This is an optimization exercise on Yosys and OpenROAD, whose aim is small area, a short achievable clock period and few clock cycles per item, not a production implementation. Function was checked by simulation only, so behaviour that the tests miss may differ from the original.

Design exp_taylor_seq, start of the top module:
module exp_taylor_seq (
  input  logic        clk,
  input  logic        rst_n,
  input  logic        in_valid,
  output logic        in_ready,
  input  logic [31:0] in_data,
  output logic        out_valid,
  input  logic        out_ready,
  output logic [31:0] out_data
);
  logic [31:0] x0, y2;
  logic [31:0] z0, z1, z3;
  logic [4:0]  k0, k1, k2, k3;
  logic [1:0]  t0, t1, t2, t3;
  logic        v0, v1, v2, v3;
  logic        d0, d1, d2, d3;
  logic        fin3;
  logic [47:0] rr0_q, rr0_d;
  logic [47:0] rr1_q, rr1_d;
  logic [15:0] rlo_s;
  logic        rlo_c, rlo_q;
  logic [3:0]  rlo_g, rlo_p, rlo_gq, rlo_pq;
  logic [47:0] zr0_q, zr0_d;
  logic [47:0] zr1_q, zr1_d;
  logic [47:0] zr2_q, zr2_d;
  logic [1:0]  ein, eout;
  logic        ov1;
  logic [31:0] q1;
  logic [7:0]  r_one, r_two, r_neg;
  logic [15:0] z_one, z_two, z_neg, zo_d, zt_d, zn_d;
  logic [31:0] z2dec;
  logic        free;
  logic        fin2;
  logic [47:0] rsum, zsum;
  logic [31:0] xr, res;
  logic        has_res, do_exit, hold_q0, ov0_n, ov1_n, in_ready_n;
  logic [1:0]  eout_n;
  logic rpp1;
  logic rpp2;
  logic rpp3;
  logic rpp4;
  logic rpp5;
  ...
clock: 11.0 ns
lec_check: 0
cap_margin: 20
core_margin: 2
core_utilization: 55
cts_buf_list: sky130_fd_sc_hd__clkbuf_8
cts_cluster_size: 20
slew_margin: 20
standard.sh (not shown) runs the stock make flow with config.mk's settings and CLKGATE_MAP_FILE= SYNTH_SCRIPT=/design/flow/synth_recipe.tcl, a recipe that flattens the netlist after the stock synthesis.
==> flow/flow/run.sh <==
#!/bin/bash
set -euo pipefail
MARGIN=$(cat flow/margin.txt)
R=$PWD/orfs/results/$FLOW_PLATFORM/exp_taylor_seq/base
bash standard.sh "$R/1_2_yosys.v" > flow_synth.log 2>&1
python3 flow/polar.py "$R/1_2_yosys.v" > flow_polar.log 2>&1
bash standard.sh SETUP_SLACK_MARGIN=$MARGIN finish > flow_make.log 2>&1
==> flow/flow/margin.txt <==
7.1
Other scripts of this flow, unchanged in this note and not shown: flow/flow/polar.py
The starting point completed with no timing, DRC or antenna violations.
Testbench counts at the start, summed over its fixed seeds: cycles 6,120, items 320.
Change:
==> flow/flow/margin.txt (replaced) <==
7.25
After rerunning:
- The changed run went through all stages and came out clean
- maximum frequency goes up by 3.5%
- area after synthesis stays the same
- global-route usage goes up by 0.17 points
Change:
==> flow/flow/margin.txt (replaced) <==
7.4
Outcome:
- design area goes up by 2.8%
- flip-flop and latch count does not change
- cell count is higher by 1.0%
- register-to-register slack improves by 0.05 ns
- via count rises by 2.5%
- sequential share of layout area is lower by 0.39 points
- die area does not change


Another version of the RTL of exp_taylor_seq (not shown whole).
Size in the first run: about 4500 cells after synthesis, roughly 70 I/O pins, ~0.045 mm² of cells after synthesis.
clock: 11.0 ns
lec_check: 0
cap_margin: 20
core_margin: 2
core_utilization: 60
cts_buf_list: sky130_fd_sc_hd__clkbuf_4 sky130_fd_sc_hd__clkbuf_8
cts_cluster_size: 20
slew_margin: 20
==> flow/flow/margin.txt <==
7.4
Scripts as last shown in full above: flow/flow/run.sh
Other scripts of this flow, unchanged in this note and not shown: flow/flow/polar.py
The first run went through all stages and came out clean.
Testbench counts at the start, summed over its fixed seeds: cycles 6,120, items 320.
Edit:
==> flow/flow/margin.txt (replaced) <==
7.0
Settings changed: CTS_BUF_LIST sky130_fd_sc_hd__clkbuf_4 sky130_fd_sc_hd__clkbuf_8 to sky130_fd_sc_hd__clkbuf_8.
After rerunning:
- maximum frequency shrinks by 4.0%
- global-route usage shrinks by 2.0 points
- utilization shrinks by 4.0 points
- sequential share of layout area grows by 1.2 points
- worst setup slack got worse by 0.16 ns
- count of clock-buffer cells in the layout shrinks by 18
- via count shrinks by about 3.2%
- worst hold slack got worse by 0.017 ns
- final cell count shrinks by about 2.2%

port drivers added, routing unchanged:
The flow's constraints put no driver on any port. The routed layouts listed below were extracted and timed again, unchanged, in two steps. Step 1 assumes that a clkbuf_16 drives the clock port and a buf_2 every other input. Step 2 times the ports against the registers' clock, not the clock port: input delays grow and output delays shrink by t, the midpoint of the rising clock arrivals with the driver on. Three values: ideal ports, drivers, drivers and shift; two values: the first two.
run | t (ns) | setup WS [ns] | worst setup path after step 2
the first run of note 1 | 0.819 | 7.163 / 7.107 / 7.194 | register to register
the second run of note 1 | 0.797 | 7.295 / 7.295 / 7.295 | register to register
the third run of note 1 | 0.796 | 7.348 / 7.348 / 7.348 | register to register
the first run of note 2 | 0.798 | 7.197 / 7.197 / 7.197 | register to register
the second run of note 2 | 0.782 | 7.038 / 7.010 / 7.038 | register to register
After both steps every run listed still meets setup and hold.
